This is an optimization exercise on Yosys and OpenROAD, whose aim is small area, a short achievable clock period and few clock cycles per item, not a production implementation.
Where RTL was checked, it was by simulation tests only, not by an equivalence proof against the original.
For run 2, only the layout was checked, not whether the RTL still works.
Power figures rest on the tool's default switching activity, not on a simulated workload.

==> flow/design.v (outline; a module is shown in full before it is edited, if it fits) <==
// module csa_layer: 1603 lines
// module result_buffer: 91 lines
// module wallace_mult: 33 lines
module wallace_mult (
	input  logic                  clk,
	input  logic                  rst_n,
	input  logic                  in_valid,
	input  wallace_pkg::operand_t a,
	input  wallace_pkg::operand_t b,
	output logic                  in_credit,
	output logic                  out_valid,
	output wallace_pkg::product_t product,
	input  logic                  out_credit
);
  // ...
==> flow/run.sh <==
#!/bin/bash
# synth_recipe.tcl (not shown) runs the flow's synth.tcl, then flattens the netlist and writes it again
# the make line also repeats each setting of config.mk as NAME=value (left out here)
make -C /OpenROAD-flow-scripts/flow DESIGN_CONFIG=/design/flow/config.mk WORK_HOME=/design/flow/orfs CLKGATE_MAP_FILE= SYNTH_SCRIPT=/design/flow/synth_recipe.tcl finish
==> flow/config.mk <==
export PLATFORM = sky130hd
export DESIGN_NAME = wallace_mult
export DESIGN_NICKNAME = wallace_mult
export VERILOG_FILES = /design/flow/design.v
export SDC_FILE = /design/flow/constraint.sdc
export NUM_CORES = 4
export LEC_CHECK = 0
export ABC_AREA = 1
export CAP_MARGIN = 20
export CORE_MARGIN = 2
export CORE_UTILIZATION = 50
export CTS_CLUSTER_DIAMETER = 80
export CTS_CLUSTER_SIZE = 30
export SETUP_SLACK_MARGIN = 1.8
export SLEW_MARGIN = 20
==> flow/constraint.sdc <==
create_clock -name core_clock -period 4.0 [get_ports {clk}]
set_input_delay 0.8000 -clock core_clock [delete_from_list [all_inputs] [get_ports {clk}]]
set_output_delay 0.8000 -clock core_clock [all_outputs]
set_load 0.01 [all_outputs]
==> flow_summary.yaml, run 1 <==
status:
  status: "no timing/DRC/antenna violations"
floorplan:
  die-area_um2: 35720
  fp.dieH_um: 189.0
  fp.coreArea_um2: 33620
cts:
  clock_sinks: 296
  cts_hold_buf: 0
  path_clk_slew_ns: 0.11
  cts_buffers: 16
detailed_routing:
  vias_per_cell: 5.369
  drt_wl_total_um: 38420
finish:
  clk_share: 0.03002
  most-common-layout-cells: "280 x edfxtp_1, 216 x nand2_1, 193 x inv_1"
  largest-register: "u_csa.st2_q"
  n_all_buffers: 127
  multi_input_gates: 973
  largest_reg_flops: 96
  fillers: 2808
  largest_registers: "u_csa.st2_q: 96 flops, u_result_buffer.mem: 64 flops"
  regArea_um2: 8815
timing:
  final_max_slew_viol_count: 0
  fin_ws_ns: 1.823
  worstMarginPinSlew_ns: 0.8378
  finClkSkew_ns: 0.02941
  setup_viol: 0
global_route:
  use_met1: 0.2969
  met2_usage: 0.3436
  grt_first_pass_wirelength_um: 60050
power:
  worst_ir_drop_vdd_mv: 0.4810
  finalPower_uw: 13180
  power.density_nw_per_um2: 674.3
  p_leak_uw: 0.008323
worst_setup_path:
  ff2ff_path_depth: 6
  crit_cells: 6
  cp_slowest_stage_delay_ns: 0.58
  crit_path_end: "u_csa.st2_q[25]$_DFFE_PP_"
  critPathLaunchType: "register"
  r2r_start: "u_csa.st1_q[41]$_DFFE_PP_"
  worstPathRequired_ns: 4.26
yosys:
  synth.top_cells.by_area: "edfxtp_1 49%, fa_1 7.4%, ha_1 6.3%"
  synth-compound-area-share: 0.08987
  synth.most_common_cell: "edfxtp_1"
  seq_area_frac_synth: 0.5150
placed_design:
  hpwl_um: 26830
Testbench counts, summed over its fixed seeds: cycles 3,232, items 3,200.
==> run 2: changes to the inputs <==
--- a/flow/design.v
+++ b/flow/design.v
@@ -734,80 +734,78 @@
 	logic c57_q2;
 	logic s83_q2;
 	logic p0_q2;
 	logic g5_q2;
 	logic p5_q2;
 	logic G0_1_q2;
 	logic P0_1_q2;
 	logic y1_q2;
-	logic [62:0] st3_q;
+	logic [60:0] st3_q;
+	logic c66_q3;
+	logic s67_q3;
+	logic c67_q3;
+	logic s68_q3;
+	logic c68_q3;
+	logic s69_q3;
+	logic c69_q3;
+	logic s70_q3;
+	logic c70_q3;
+	logic s71_q3;
+	logic c71_q3;
+	logic s72_q3;
 	logic p0_q3;
+	logic p7_q3;
 	logic g8_q3;
 	logic p8_q3;
 	logic p9_q3;
+	logic g10_q3;
 	logic p10_q3;
+	logic g11_q3;
 	logic p11_q3;
 	logic g12_q3;
 	logic p12_q3;
+	logic g13_q3;
 	logic p13_q3;
 	logic g14_q3;
 	logic p14_q3;
-	logic p15_q3;
-	logic g16_q3;
-	logic p16_q3;
-	logic p17_q3;
-	logic g18_q3;
-	logic p18_q3;
-	logic p19_q3;
-	logic g20_q3;
-	logic p20_q3;
+	logic g21_q3;
 	logic p21_q3;
 	logic g22_q3;
 	logic p22_q3;
+	logic g23_q3;
 	logic p23_q3;
 	logic g24_q3;
 	logic p24_q3;
+	logic g25_q3;
 	logic p25_q3;
 	logic g26_q3;
 	logic p26_q3;
+	logic g27_q3;
 	logic p27_q3;
 	logic g28_q3;
 	logic p28_q3;
 	logic p29_q3;
+	logic g30_q3;
 	logic p30_q3;
 	logic p31_q3;
 	logic G0_9_q3;
-	logic P0_9_q3;
-	logic G0_13_q3;
-	logic G0_15_q3;
-	logic G0_17_q3;
-	logic G0_19_q3;
-	logic G0_21_q3;
-	logic G0_23_q3;
-	logic G0_25_q3;
-	logic G0_27_q3;
 	logic G0_29_q3;
-	logic P0_29_q3;
-	logic G1_10_q3;
-	logic P1_10_q3;
-	logic G1_11_q3;
-	logic P1_11_q3;
-	logic G1_30_q3;
-	logic G1_31_q3;
-	logic P1_31_q3;
-	logic G2_7_q3;
+	logic G0_31_q3;
+	logic G1_3_q3;
+	logic G1_7_q3;
+	logic P1_7_q3;
+	logic G2_6_q3;
 	logic P2_7_q3;
 	logic y1_q3;
 	logic y2_q3;
 	logic y3_q3;
 	logic y4_q3;
 	logic y5_q3;
 	logic y6_q3;
-	logic y7_q3;
 	assign a3_0 = a3_w[0];
 	assign a3_1 = a3_w[1];
 	assign a3_2 = a3_w[2];
 	assign a3_3 = a3_w[3];
 	assign a3_4 = a3_w[4];
 	assign a3_5 = a3_w[5];
 	assign a3_6 = a3_w[6];
 	assign a3_7 = a3_w[7];
@@ -1140,28 +1138,28 @@
 	assign g11 = c62 & s63;
 	assign p11 = c62 ^ s63;
 	assign g12 = c63 & s64;
 	assign p12 = c63 ^ s64;
 	assign g13 = c64 & s65;
 	assign p13 = c64 ^ s65;
 	assign g14 = c65 & s66;
 	assign p14 = c65 ^ s66;
-	assign g15 = c66 & s67;
-	assign p15 = c66 ^ s67;
-	assign g16 = c67 & s68;
-	assign p16 = c67 ^ s68;
-	assign g17 = c68 & s69;
-	assign p17 = c68 ^ s69;
-	assign g18 = c69 & s70;
-	assign p18 = c69 ^ s70;
-	assign g19 = c70 & s71;
-	assign p19 = c70 ^ s71;
-	assign g20 = c71 & s72;
-	assign p20 = c71 ^ s72;
+	assign g15 = c66_q3 & s67_q3;
+	assign p15 = c66_q3 ^ s67_q3;
+	assign g16 = c67_q3 & s68_q3;
+	assign p16 = c67_q3 ^ s68_q3;
+	assign g17 = c68_q3 & s69_q3;
+	assign p17 = c68_q3 ^ s69_q3;
+	assign g18 = c69_q3 & s70_q3;
+	assign p18 = c69_q3 ^ s70_q3;
+	assign g19 = c70_q3 & s71_q3;
+	assign p19 = c70_q3 ^ s71_q3;
+	assign g20 = c71_q3 & s72_q3;
+	assign p20 = c71_q3 ^ s72_q3;
 	assign g21 = c72 & s73;
 	assign p21 = c72 ^ s73;
 	assign g22 = c73 & s74;
 	assign p22 = c73 ^ s74;
 	assign g23 = c74 & s75;
 	assign p23 = c74 ^ s75;
 	assign g24 = c75 & s76;
 	assign p24 = c75 ^ s76;
@@ -1182,138 +1180,138 @@
 	assign G0_1 = pp0_1 & g0;
 	assign P0_1 = pp0_1 & p0;
 	assign P0_3 = s1_q2 & pp0_2_q2;
 	assign G0_5 = g5_q2 | (p5_q2 & g4);
 	assign P0_5 = p5_q2 & p4;
 	assign G0_7 = g7 | (p7 & g6);
 	assign P0_7 = p7 & p6;
 	assign G0_9 = g9 | (p9 & g8);
-	assign P0_9 = p9 & p8;
-	assign G0_11 = g11 | (p11 & g10);
-	assign P0_11 = p11 & p10;
-	assign G0_13 = g13 | (p13 & g12);
+	assign P0_9 = p9_q3 & p8_q3;
+	assign G0_11 = g11_q3 | (p11_q3 & g10_q3);
+	assign P0_11 = p11_q3 & p10_q3;
+	assign G0_13 = g13_q3 | (p13_q3 & g12_q3);
 	assign P0_13 = p13_q3 & p12_q3;
-	assign G0_15 = g15 | (p15 & g14);
-	assign P0_15 = p15_q3 & p14_q3;
+	assign G0_15 = g15 | (p15 & g14_q3);
+	assign P0_15 = p15 & p14_q3;
 	assign G0_17 = g17 | (p17 & g16);
-	assign P0_17 = p17_q3 & p16_q3;
+	assign P0_17 = p17 & p16;
 	assign G0_19 = g19 | (p19 & g18);
-	assign P0_19 = p19_q3 & p18_q3;
-	assign G0_21 = g21 | (p21 & g20);
-	assign P0_21 = p21_q3 & p20_q3;
-	assign G0_23 = g23 | (p23 & g22);
+	assign P0_19 = p19 & p18;
+	assign G0_21 = g21_q3 | (p21_q3 & g20);
+	assign P0_21 = p21_q3 & p20;
+	assign G0_23 = g23_q3 | (p23_q3 & g22_q3);
 	assign P0_23 = p23_q3 & p22_q3;
-	assign G0_25 = g25 | (p25 & g24);
+	assign G0_25 = g25_q3 | (p25_q3 & g24_q3);
 	assign P0_25 = p25_q3 & p24_q3;
-	assign G0_27 = g27 | (p27 & g26);
+	assign G0_27 = g27_q3 | (p27_q3 & g26_q3);
 	assign P0_27 = p27_q3 & p26_q3;
 	assign G0_29 = g29 | (p29 & g28);
-	assign P0_29 = p29 & p28;
+	assign P0_29 = p29_q3 & p28_q3;
 	assign G0_31 = g31 | (p31 & g30);
-	assign P0_31 = p31 & p30;
+	assign P0_31 = p31_q3 & p30_q3;
 	assign G1_2 = pp0_2_q2 & G0_1_q2;
 	assign P1_2 = pp0_2_q2 & P0_1_q2;
 	assign G1_3 = P0_3 & G0_1_q2;
 	assign P1_3 = P0_3 & P0_1_q2;
 	assign G1_6 = g6 | (p6 & G0_5);
 	assign P1_6 = p6 & P0_5;
 	assign G1_7 = G0_7 | (P0_7 & G0_5);
 	assign P1_7 = P0_7 & P0_5;
-	assign G1_10 = g10 | (p10 & G0_9);
-	assign P1_10 = p10 & P0_9;
-	assign G1_11 = G0_11 | (P0_11 & G0_9);
+	assign G1_10 = g10_q3 | (p10_q3 & G0_9_q3);
+	assign P1_10 = p10_q3 & P0_9;
+	assign G1_11 = G0_11 | (P0_11 & G0_9_q3);
 	assign P1_11 = P0_11 & P0_9;
-	assign G1_14 = g14_q3 | (p14_q3 & G0_13_q3);
+	assign G1_14 = g14_q3 | (p14_q3 & G0_13);
 	assign P1_14 = p14_q3 & P0_13;
-	assign G1_15 = G0_15_q3 | (P0_15 & G0_13_q3);
+	assign G1_15 = G0_15 | (P0_15 & G0_13);
 	assign P1_15 = P0_15 & P0_13;
-	assign G1_18 = g18_q3 | (p18_q3 & G0_17_q3);
-	assign P1_18 = p18_q3 & P0_17;
-	assign G1_19 = G0_19_q3 | (P0_19 & G0_17_q3);
+	assign G1_18 = g18 | (p18 & G0_17);
+	assign P1_18 = p18 & P0_17;
+	assign G1_19 = G0_19 | (P0_19 & G0_17);
 	assign P1_19 = P0_19 & P0_17;
-	assign G1_22 = g22_q3 | (p22_q3 & G0_21_q3);
+	assign G1_22 = g22_q3 | (p22_q3 & G0_21);
 	assign P1_22 = p22_q3 & P0_21;
-	assign G1_23 = G0_23_q3 | (P0_23 & G0_21_q3);
+	assign G1_23 = G0_23 | (P0_23 & G0_21);
 	assign P1_23 = P0_23 & P0_21;
-	assign G1_26 = g26_q3 | (p26_q3 & G0_25_q3);
+	assign G1_26 = g26_q3 | (p26_q3 & G0_25);
 	assign P1_26 = p26_q3 & P0_25;
-	assign G1_27 = G0_27_q3 | (P0_27 & G0_25_q3);
+	assign G1_27 = G0_27 | (P0_27 & G0_25);
 	assign P1_27 = P0_27 & P0_25;
-	assign G1_30 = g30 | (p30 & G0_29);
-	assign P1_30 = p30_q3 & P0_29_q3;
-	assign G1_31 = G0_31 | (P0_31 & G0_29);
+	assign G1_30 = g30_q3 | (p30_q3 & G0_29_q3);
+	assign P1_30 = p30_q3 & P0_29;
+	assign G1_31 = G0_31_q3 | (P0_31 & G0_29_q3);
 	assign P1_31 = P0_31 & P0_29;
 	assign G2_4 = g4 | (p4 & G1_3);
 	assign P2_4 = p4 & P1_3;
 	assign G2_5 = G0_5 | (P0_5 & G1_3);
 	assign P2_5 = P0_5 & P1_3;
 	assign G2_6 = G1_6 | (P1_6 & G1_3);
 	assign P2_6 = P1_6 & P1_3;
-	assign G2_7 = G1_7 | (P1_7 & G1_3);
+	assign G2_7 = G1_7_q3 | (P1_7_q3 & G1_3_q3);
 	assign P2_7 = P1_7 & P1_3;
-	assign G2_12 = g12_q3 | (p12_q3 & G1_11_q3);
-	assign P2_12 = p12_q3 & P1_11_q3;
-	assign G2_13 = G0_13_q3 | (P0_13 & G1_11_q3);
-	assign P2_13 = P0_13 & P1_11_q3;
-	assign G2_14 = G1_14 | (P1_14 & G1_11_q3);
-	assign P2_14 = P1_14 & P1_11_q3;
-	assign G2_15 = G1_15 | (P1_15 & G1_11_q3);
-	assign P2_15 = P1_15 & P1_11_q3;
-	assign G2_20 = g20_q3 | (p20_q3 & G1_19);
-	assign P2_20 = p20_q3 & P1_19;
-	assign G2_21 = G0_21_q3 | (P0_21 & G1_19);
+	assign G2_12 = g12_q3 | (p12_q3 & G1_11);
+	assign P2_12 = p12_q3 & P1_11;
+	assign G2_13 = G0_13 | (P0_13 & G1_11);
+	assign P2_13 = P0_13 & P1_11;
+	assign G2_14 = G1_14 | (P1_14 & G1_11);
+	assign P2_14 = P1_14 & P1_11;
+	assign G2_15 = G1_15 | (P1_15 & G1_11);
+	assign P2_15 = P1_15 & P1_11;
+	assign G2_20 = g20 | (p20 & G1_19);
+	assign P2_20 = p20 & P1_19;
+	assign G2_21 = G0_21 | (P0_21 & G1_19);
 	assign P2_21 = P0_21 & P1_19;
 	assign G2_22 = G1_22 | (P1_22 & G1_19);
 	assign P2_22 = P1_22 & P1_19;
 	assign G2_23 = G1_23 | (P1_23 & G1_19);
 	assign P2_23 = P1_23 & P1_19;
 	assign G2_28 = g28_q3 | (p28_q3 & G1_27);
 	assign P2_28 = p28_q3 & P1_27;
-	assign G2_29 = G0_29_q3 | (P0_29_q3 & G1_27);
-	assign P2_29 = P0_29_q3 & P1_27;
-	assign G2_30 = G1_30_q3 | (P1_30 & G1_27);
+	assign G2_29 = G0_29_q3 | (P0_29 & G1_27);
+	assign P2_29 = P0_29 & P1_27;
+	assign G2_30 = G1_30 | (P1_30 & G1_27);
 	assign P2_30 = P1_30 & P1_27;
-	assign G2_31 = G1_31_q3 | (P1_31_q3 & G1_27);
-	assign P2_31 = P1_31_q3 & P1_27;
-	assign G3_8 = g8_q3 | (p8_q3 & G2_7_q3);
-	assign P3_8 = p8 & P2_7;
-	assign G3_9 = G0_9_q3 | (P0_9_q3 & G2_7_q3);
-	assign P3_9 = P0_9 & P2_7;
-	assign G3_10 = G1_10_q3 | (P1_10_q3 & G2_7_q3);
-	assign P3_10 = P1_10 & P2_7;
-	assign G3_11 = G1_11_q3 | (P1_11_q3 & G2_7_q3);
-	assign P3_11 = P1_11 & P2_7;
-	assign G3_12 = G2_12 | (P2_12 & G2_7_q3);
+	assign G2_31 = G1_31 | (P1_31 & G1_27);
+	assign P2_31 = P1_31 & P1_27;
+	assign G3_8 = g8_q3 | (p8_q3 & G2_7);
+	assign P3_8 = p8_q3 & P2_7_q3;
+	assign G3_9 = G0_9_q3 | (P0_9 & G2_7);
+	assign P3_9 = P0_9 & P2_7_q3;
+	assign G3_10 = G1_10 | (P1_10 & G2_7);
+	assign P3_10 = P1_10 & P2_7_q3;
+	assign G3_11 = G1_11 | (P1_11 & G2_7);
+	assign P3_11 = P1_11 & P2_7_q3;
+	assign G3_12 = G2_12 | (P2_12 & G2_7);
 	assign P3_12 = P2_12 & P2_7_q3;
-	assign G3_13 = G2_13 | (P2_13 & G2_7_q3);
+	assign G3_13 = G2_13 | (P2_13 & G2_7);
 	assign P3_13 = P2_13 & P2_7_q3;
-	assign G3_14 = G2_14 | (P2_14 & G2_7_q3);
+	assign G3_14 = G2_14 | (P2_14 & G2_7);
 	assign P3_14 = P2_14 & P2_7_q3;
-	assign G3_15 = G2_15 | (P2_15 & G2_7_q3);
+	assign G3_15 = G2_15 | (P2_15 & G2_7);
 	assign P3_15 = P2_15 & P2_7_q3;
 	assign G3_24 = g24_q3 | (p24_q3 & G2_23);
 	assign P3_24 = p24_q3 & P2_23;
-	assign G3_25 = G0_25_q3 | (P0_25 & G2_23);
+	assign G3_25 = G0_25 | (P0_25 & G2_23);
 	assign P3_25 = P0_25 & P2_23;
 	assign G3_26 = G1_26 | (P1_26 & G2_23);
 	assign P3_26 = P1_26 & P2_23;
 	assign G3_27 = G1_27 | (P1_27 & G2_23);
 	assign P3_27 = P1_27 & P2_23;
 	assign G3_28 = G2_28 | (P2_28 & G2_23);
 	assign P3_28 = P2_28 & P2_23;
 	assign G3_29 = G2_29 | (P2_29 & G2_23);
 	assign P3_29 = P2_29 & P2_23;
 	assign G3_30 = G2_30 | (P2_30 & G2_23);
 	assign P3_30 = P2_30 & P2_23;
 	assign G3_31 = G2_31 | (P2_31 & G2_23);
 	assign P3_31 = P2_31 & P2_23;
-	assign G4_16 = g16_q3 | (p16_q3 & G3_15);
-	assign P4_16 = p16_q3 & P3_15;
-	assign G4_17 = G0_17_q3 | (P0_17 & G3_15);
+	assign G4_16 = g16 | (p16 & G3_15);
+	assign P4_16 = p16 & P3_15;
+	assign G4_17 = G0_17 | (P0_17 & G3_15);
 	assign P4_17 = P0_17 & P3_15;
 	assign G4_18 = G1_18 | (P1_18 & G3_15);
 	assign P4_18 = P1_18 & P3_15;
 	assign G4_19 = G1_19 | (P1_19 & G3_15);
 	assign P4_19 = P1_19 & P3_15;
 	assign G4_20 = G2_20 | (P2_20 & G3_15);
 	assign P4_20 = P2_20 & P3_15;
 	assign G4_21 = G2_21 | (P2_21 & G3_15);
@@ -1339,30 +1337,30 @@
 	assign G4_31 = G3_31 | (P3_31 & G3_15);
 	assign P4_31 = P3_31 & P3_15;
 	assign y1 = pp0_1 ^ g0;
 	assign y2 = pp0_2_q2 ^ G0_1_q2;
 	assign y3 = s1_q2 ^ G1_2;
 	assign y4 = p4 ^ G1_3;
 	assign y5 = p5_q2 ^ G2_4;
 	assign y6 = p6 ^ G2_5;
-	assign y7 = p7 ^ G2_6;
-	assign y8 = p8_q3 ^ G2_7_q3;
+	assign y7 = p7_q3 ^ G2_6_q3;
+	assign y8 = p8_q3 ^ G2_7;
 	assign y9 = p9_q3 ^ G3_8;
 	assign y10 = p10_q3 ^ G3_9;
 	assign y11 = p11_q3 ^ G3_10;
 	assign y12 = p12_q3 ^ G3_11;
 	assign y13 = p13_q3 ^ G3_12;
 	assign y14 = p14_q3 ^ G3_13;
-	assign y15 = p15_q3 ^ G3_14;
-	assign y16 = p16_q3 ^ G3_15;
-	assign y17 = p17_q3 ^ G4_16;
-	assign y18 = p18_q3 ^ G4_17;
-	assign y19 = p19_q3 ^ G4_18;
-	assign y20 = p20_q3 ^ G4_19;
+	assign y15 = p15 ^ G3_14;
+	assign y16 = p16 ^ G3_15;
+	assign y17 = p17 ^ G4_16;
+	assign y18 = p18 ^ G4_17;
+	assign y19 = p19 ^ G4_18;
+	assign y20 = p20 ^ G4_19;
 	assign y21 = p21_q3 ^ G4_20;
 	assign y22 = p22_q3 ^ G4_21;
 	assign y23 = p23_q3 ^ G4_22;
 	assign y24 = p24_q3 ^ G4_23;
 	assign y25 = p25_q3 ^ G4_24;
 	assign y26 = p26_q3 ^ G4_25;
 	assign y27 = p27_q3 ^ G4_26;
 	assign y28 = p28_q3 ^ G4_27;
@@ -1534,83 +1532,81 @@
 	assign p0_q2 = st2_q[91];
 	assign g5_q2 = st2_q[92];
 	assign p5_q2 = st2_q[93];
 	assign G0_1_q2 = st2_q[94];
 	assign P0_1_q2 = st2_q[95];
 	assign y1_q2 = st2_q[96];
 	always_ff @(posedge clk) begin
 		if (en[2]) begin
-			st3_q <= {y7, y6, y5, y4, y3, y2, y1_q2, P2_7, G2_7, P1_31, G1_31, G1_30, P1_11, G1_11, P1_10, G1_10, P0_29, G0_29, G0_27, G0_25, G0_23, G0_21, G0_19, G0_17, G0_15, G0_13, P0_9, G0_9, p31, p30, p29, p28, g28, p27, p26, g26, p25, p24, g24, p23, p22, g22, p21, p20, g20, p19, p18, g18, p17, p16, g16, p15, p14, g14, p13, p12, g12, p11, p10, p9, p8, g8, p0_q2};
+			st3_q <= {y6, y5, y4, y3, y2, y1_q2, P2_7, G2_6, P1_7, G1_7, G1_3, G0_31, G0_29, G0_9, p31, p30, g30, p29, p28, g28, p27, g27, p26, g26, p25, g25, p24, g24, p23, g23, p22, g22, p21, g21, p14, g14, p13, g13, p12, g12, p11, g11, p10, g10, p9, p8, g8, p7, p0_q2, s72, c71, s71, c70, s70, c69, s69, c68, s68, c67, s67, c66};
 		end
 	end
-	assign p0_q3 = st3_q[0];
-	assign g8_q3 = st3_q[1];
-	assign p8_q3 = st3_q[2];
-	assign p9_q3 = st3_q[3];
-	assign p10_q3 = st3_q[4];
-	assign p11_q3 = st3_q[5];
-	assign g12_q3 = st3_q[6];
-	assign p12_q3 = st3_q[7];
-	assign p13_q3 = st3_q[8];
-	assign g14_q3 = st3_q[9];
-	assign p14_q3 = st3_q[10];
-	assign p15_q3 = st3_q[11];
-	assign g16_q3 = st3_q[12];
-	assign p16_q3 = st3_q[13];
-	assign p17_q3 = st3_q[14];
-	assign g18_q3 = st3_q[15];
-	assign p18_q3 = st3_q[16];
-	assign p19_q3 = st3_q[17];
-	assign g20_q3 = st3_q[18];
-	assign p20_q3 = st3_q[19];
-	assign p21_q3 = st3_q[20];
-	assign g22_q3 = st3_q[21];
-	assign p22_q3 = st3_q[22];
-	assign p23_q3 = st3_q[23];
-	assign g24_q3 = st3_q[24];
-	assign p24_q3 = st3_q[25];
-	assign p25_q3 = st3_q[26];
-	assign g26_q3 = st3_q[27];
-	assign p26_q3 = st3_q[28];
-	assign p27_q3 = st3_q[29];
-	assign g28_q3 = st3_q[30];
-	assign p28_q3 = st3_q[31];
-	assign p29_q3 = st3_q[32];
-	assign p30_q3 = st3_q[33];
-	assign p31_q3 = st3_q[34];
-	assign G0_9_q3 = st3_q[35];
-	assign P0_9_q3 = st3_q[36];
-	assign G0_13_q3 = st3_q[37];
-	assign G0_15_q3 = st3_q[38];
-	assign G0_17_q3 = st3_q[39];
-	assign G0_19_q3 = st3_q[40];
-	assign G0_21_q3 = st3_q[41];
-	assign G0_23_q3 = st3_q[42];
-	assign G0_25_q3 = st3_q[43];
-	assign G0_27_q3 = st3_q[44];
-	assign G0_29_q3 = st3_q[45];
-	assign P0_29_q3 = st3_q[46];
-	assign G1_10_q3 = st3_q[47];
-	assign P1_10_q3 = st3_q[48];
-	assign G1_11_q3 = st3_q[49];
-	assign P1_11_q3 = st3_q[50];
-	assign G1_30_q3 = st3_q[51];
-	assign G1_31_q3 = st3_q[52];
-	assign P1_31_q3 = st3_q[53];
-	assign G2_7_q3 = st3_q[54];
-	assign P2_7_q3 = st3_q[55];
-	assign y1_q3 = st3_q[56];
-	assign y2_q3 = st3_q[57];
-	assign y3_q3 = st3_q[58];
-	assign y4_q3 = st3_q[59];
-	assign y5_q3 = st3_q[60];
-	assign y6_q3 = st3_q[61];
-	assign y7_q3 = st3_q[62];
-	assign product = {y31, y30, y29, y28, y27, y26, y25, y24, y23, y22, y21, y20, y19, y18, y17, y16, y15, y14, y13, y12, y11, y10, y9, y8, y7_q3, y6_q3, y5_q3, y4_q3, y3_q3, y2_q3, y1_q3, p0_q3};
+	assign c66_q3 = st3_q[0];
+	assign s67_q3 = st3_q[1];
+	assign c67_q3 = st3_q[2];
+	assign s68_q3 = st3_q[3];
+	assign c68_q3 = st3_q[4];
+	assign s69_q3 = st3_q[5];
+	assign c69_q3 = st3_q[6];
+	assign s70_q3 = st3_q[7];
+	assign c70_q3 = st3_q[8];
+	assign s71_q3 = st3_q[9];
+	assign c71_q3 = st3_q[10];
+	assign s72_q3 = st3_q[11];
+	assign p0_q3 = st3_q[12];
+	assign p7_q3 = st3_q[13];
+	assign g8_q3 = st3_q[14];
+	assign p8_q3 = st3_q[15];
+	assign p9_q3 = st3_q[16];
+	assign g10_q3 = st3_q[17];
+	assign p10_q3 = st3_q[18];
+	assign g11_q3 = st3_q[19];
+	assign p11_q3 = st3_q[20];
+	assign g12_q3 = st3_q[21];
+	assign p12_q3 = st3_q[22];
+	assign g13_q3 = st3_q[23];
+	assign p13_q3 = st3_q[24];
+	assign g14_q3 = st3_q[25];
+	assign p14_q3 = st3_q[26];
+	assign g21_q3 = st3_q[27];
+	assign p21_q3 = st3_q[28];
+	assign g22_q3 = st3_q[29];
+	assign p22_q3 = st3_q[30];
+	assign g23_q3 = st3_q[31];
+	assign p23_q3 = st3_q[32];
+	assign g24_q3 = st3_q[33];
+	assign p24_q3 = st3_q[34];
+	assign g25_q3 = st3_q[35];
+	assign p25_q3 = st3_q[36];
+	assign g26_q3 = st3_q[37];
+	assign p26_q3 = st3_q[38];
+	assign g27_q3 = st3_q[39];
+	assign p27_q3 = st3_q[40];
+	assign g28_q3 = st3_q[41];
+	assign p28_q3 = st3_q[42];
+	assign p29_q3 = st3_q[43];
+	assign g30_q3 = st3_q[44];
+	assign p30_q3 = st3_q[45];
+	assign p31_q3 = st3_q[46];
+	assign G0_9_q3 = st3_q[47];
+	assign G0_29_q3 = st3_q[48];
+	assign G0_31_q3 = st3_q[49];
+	assign G1_3_q3 = st3_q[50];
+	assign G1_7_q3 = st3_q[51];
+	assign P1_7_q3 = st3_q[52];
+	assign G2_6_q3 = st3_q[53];
+	assign P2_7_q3 = st3_q[54];
+	assign y1_q3 = st3_q[55];
+	assign y2_q3 = st3_q[56];
+	assign y3_q3 = st3_q[57];
+	assign y4_q3 = st3_q[58];
+	assign y5_q3 = st3_q[59];
+	assign y6_q3 = st3_q[60];
+	assign product = {y31, y30, y29, y28, y27, y26, y25, y24, y23, y22, y21, y20, y19, y18, y17, y16, y15, y14, y13, y12, y11, y10, y9, y8, y7, y6_q3, y5_q3, y4_q3, y3_q3, y2_q3, y1_q3, p0_q3};
 endmodule
 module result_buffer #(
 	parameter int NS = 2
 ) (
 	input  logic                  clk,
 	input  logic                  rst_n,
 	input  logic                  in_valid,
 	input  wallace_pkg::product_t push_data,
==> flow/config.mk (replaced) <==
export PLATFORM = sky130hd
export DESIGN_NAME = wallace_mult
export DESIGN_NICKNAME = wallace_mult
export VERILOG_FILES = /design/flow/design.v
export SDC_FILE = /design/flow/constraint.sdc
export NUM_CORES = 4
export LEC_CHECK = 0
export ABC_AREA = 1
export CAP_MARGIN = 20
export CORE_MARGIN = 2
export CORE_UTILIZATION = 40
export CTS_CLUSTER_DIAMETER = 80
export CTS_CLUSTER_SIZE = 30
export SETUP_SLACK_MARGIN = 1.8
export SLEW_MARGIN = 20
==> flow_summary.yaml, run 2 <==
status:
  status: "no timing/DRC/antenna violations"
floorplan:
  fp.dieH_um: 208.7
  start_util: 0.4078
  die-area_um2: 43560
  rows: 74
  die_w_um: 208.7
  fp.coreArea_um2: 41110
  ios: 70
detailed_routing:
  vias: 11424
  drt_wl_total_um: 39170
  drc: 0
  dr.pass1.iters: 5
  ant_nets: 0
  wire_per_inst_um: 17.90
  drt_iter0_markers: 739
  vias_per_cell: 5.221
placed_design:
  dpl-instance-area_um2: 17720
  hpwl_um: 26800
  port_buffers: 69
  place.gp.congestion: 0.9243
yosys:
  synth_edf_count: 279
  synthesis.nets: 1674
  synth_area_per_cell_um2: 11.26
  yosysTopAreaCell: "edfxtp_1"
  synthCells: 1489
  ys_warn_count: 2
  synth.most_common_cell: "edfxtp_1"
  synth-seq-cells: 295
  synth_top_cell_area_share: 0.4998
  syn_area_um2: 16760
  seq_area_frac_synth: 0.5239
  ys.flop_type: "edfxtp_1"
  async_reset_ff_frac: 0.05424
  synth_cell_types: 39
  synth.top_cells.by_area: "edfxtp_1 50%, fa_1 7.6%, ha_1 6.3%"
  synth_commonest_cells: "279 x edfxtp_1, 239 x nand2_1, 191 x inv_1, 103 x xor2_1"
finish:
  largest-register: "u_csa.st2_q"
  final_area_um2: 20330
  layout_commonest_cell: "edfxtp_1"
  most-common-layout-cells: "279 x edfxtp_1, 235 x nand2_1, 161 x inv_1"
  regArea_um2: 8783
  drive_gt1_frac: 0.1920
  largest_registers: "u_csa.st2_q: 96 flops, u_result_buffer.mem: 64 flops, u_csa.st1_q: 60 flops"
  fillers: 3720
  nets: 1829
  multi_input_area_um2: 7330
  largest_reg_flops: 96
  area_delta_synth_final_pct: 21.29
  diodes: 0
timing:
  finalCritPeriodShare: 0.5663
  finClkSkew_ns: 0.02775
  setup_viol: 0
  relSlewSlack: 0.4702
  rsz0062_at_grt: "true"
  final_max_slew_viol_count: 0
  setup-tns-final_ns: 0
  hold_violations: 0
  clock.fmax_mhz: 441.5
  min_period_ns: 2.265
  worstMarginPinSlew_ns: 0.7947
  fin_hold_ws_ns: 0.4330
cts:
  clock_sinks: 295
  path_clk_slew_ns: 0.11
  cts-root-buf: "clkbuf_16"
  clk_latency_ns: 0.52
  clk_path_buf_depth: 3
  cts_buffers: 18
  cts_tree: "built"
  htreeDepth: 1
  cts_hold_buf: 0
global_route:
  grt_use_met3: 0.02044
  use_met1: 0.2465
  grt_pass1_vias: 10649
  grt_first_pass_wirelength_um: 60150
  top_usage_layer: "met2"
  antenna_found_initial: 0
  grt-ovfl-total: 0
  grt_use_total: 0.1727
  met2_usage: 0.2818
  grt_max_degree: 63
worst_setup_path:
  cp_slowest_cell: "edfxtp_1"
  r2r_start: "u_csa.st1_q[4]$_DFFE_PP_"
  crit_chain: "clkinvlp_4 > o22ai_1 > a221oi_1 > xor2_1 > fa_1"
  ff2ff_path_depth: 5
  worst_ep_arrival_time_ns: 2.50
  critPathLaunchType: "register"
  cp_slowest_stage_delay_ns: 0.56
  endpoint_kind: "register"
  r2r_slack_ns: 1.73
  r2r_end: "u_csa.st2_q[37]$_DFFE_PP_"
  critPathKind: "register to register"
  worstPathRequired_ns: 4.23
  cp_max_fo: 6
power:
  power.density_nw_per_um2: 646.6
  worst_ir_drop_vdd_mv: 0.4239
  p_leak_uw: 0.008421
worst_hold_path:
  hp-start: "u_csa.st2_q[96]$_DFFE_PP_"
  hold_path_depth: 0
  holdPathEnd: "u_csa.st3_q[55]$_DFFE_PP_"
  hold_path.class: "register to register"
job:
  drv_cap: 0
[run 2: cell types whose count changed in the layout (fill, tap and decap cells not counted), sizes merged, moves of 6 or more]
cell	previous run	this run
dlymetal6s2s	23	14
a21o	15	7
nand2	230	245
buf	58	145
o22ai	157	85
nor2	130	58
nand3	58	52
dlygate4sd2	21	33
inv	214	173
o21ai	21	28
a221oi	1	69
[run 2: power by group]
part	leakage (uW)	switching [uW]	internal, uW
combinational	0.00519	3170	2340
clock	0.000317	1150	977
sequential	0.00292	493	5020
total	0.00842	4810	8340
[run 2: layout make-up]
type / count / share of cell area
repair buffers: 214 / 0.09815
well taps: 532 / 0.03274
flip-flops and latches: 295 / 0.4320
clock buffers: 21 / 0.02424
repair inverters: 8 / 0.002584
clock inverters: 11 / 0.008615
inverters: 196 / 0.04123
multi-input cells: 911 / 0.3605
[run 2: worst max-delay path by stage]
stage | from | endpoint | slack [ns] | cells past startpoint
5_1_grt | u_csa.st1_q[48]$_DFFE_PP_ | u_csa.st2_q[49]$_DFFE_PP_ | 1.72 | 5
6_report | u_csa.st1_q[4]$_DFFE_PP_ | u_csa.st2_q[37]$_DFFE_PP_ | 1.73 | 5
2_1_floorplan | u_result_buffer.out_valid$_DFF_PN0_ | u_csa.st2_q[0]$_DFFE_PP_ | 1.26 | 6
3_5_place_dp | a[1] | u_csa.st1_q[36]$_DFFE_PP_ | 1.07 | 11
3_3_place_gp | a[1] | u_csa.st1_q[36]$_DFFE_PP_ | 1.11 | 11
4_1_cts | u_csa.st1_q[12]$_DFFE_PP_ | u_csa.st2_q[49]$_DFFE_PP_ | 1.72 | 5
[run 2: critical path: cells and delay by family (launching register included)]
family / cells / cell delay, ns
DFF: 1 / 0.56
AOI/OAI and AO/OA: 2 / 0.49
adders and majority gates: 1 / 0.48
xor gates and xnor gates: 1 / 0.23
buffers and inverters: 1 / 0.21
[run 2: cells by family after synthesis]
| kind of cell | Yosys count | share of synthesized area |
|---|---|---|
| AOI/OAI and AO/OA | 247 | 0.1010 |
| xor gates and xnor gates | 118 | 0.06165 |
| adders and majority gates | 149 | 0.1399 |
| buffers and inverters | 285 | 0.07404 |
| DFF | 295 | 0.5239 |
| and+or+nand+nor | 395 | 0.09957 |
[run 2: routing by layer]
metal,share of wire,vias to the layer above,routed length [um]
li1,-,5498,-
met1,0.45,5392,17580
met2,0.45,442,17770
met3,0.066,92,2566
met4,0.032,0,1254
met5,0,-,0
[run 2: per-stage QoR]
stage | std cells | setup WS, ns | utilization | power, uW
finish | 2188 | 1.735 | 0.4946 | 13150
global route | 2188 | 1.718 | 0.4946 | 14250
CTS | 2109 | 1.718 | 0.4696 | 12880
detailed placement | 2009 | 1.069 | 0.4310 | 10380
global placement | 2009 | 1.114 | 0.4310 | 10250
floorplan | 1489 | 1.261 | - | 9020
[run 2: timing repair]
item,CTS,global route
buffers inserted,64,72
cloned,4,7
pin swaps,7,14
gates resized for setup,93,77
setup endpoints to repair,156,224

re-timing with driven ports:
How much do the figures lean on ideal ports? The routed layouts below were timed once more, with nothing changed but the port constraints. Step 1 sets driving cells, clkbuf_16 on the clock port and buf_2 on the other inputs (assumed; they add their load-dependent delay and slew). Step 2 moves the port delays by t, midway between the first and last clock arrival at a register: inputs arrive t later, outputs are due t later. That takes back most of the time a late clock gives input paths. Slacks: ideal ports / drivers / drivers and shift; pairs: ideal ports / drivers.
| run | shift t [ns] | setup slack, ns | worst data-port slew with drivers (ns) | cell pins on the clock port's net |
|---|---|---|---|---|
| run 1 | 0.558 | 1.823 / 1.783 / 1.321 | 0.04 | 1 |
| run 2 | 0.561 | 1.735 / 1.735 / 1.342 | 0.05 | 1 |
After both steps every run listed still meets setup and hold. The setup slack of run 1, which loses most, moves by -0.040 ns with the drivers and by -0.502 ns with both steps.
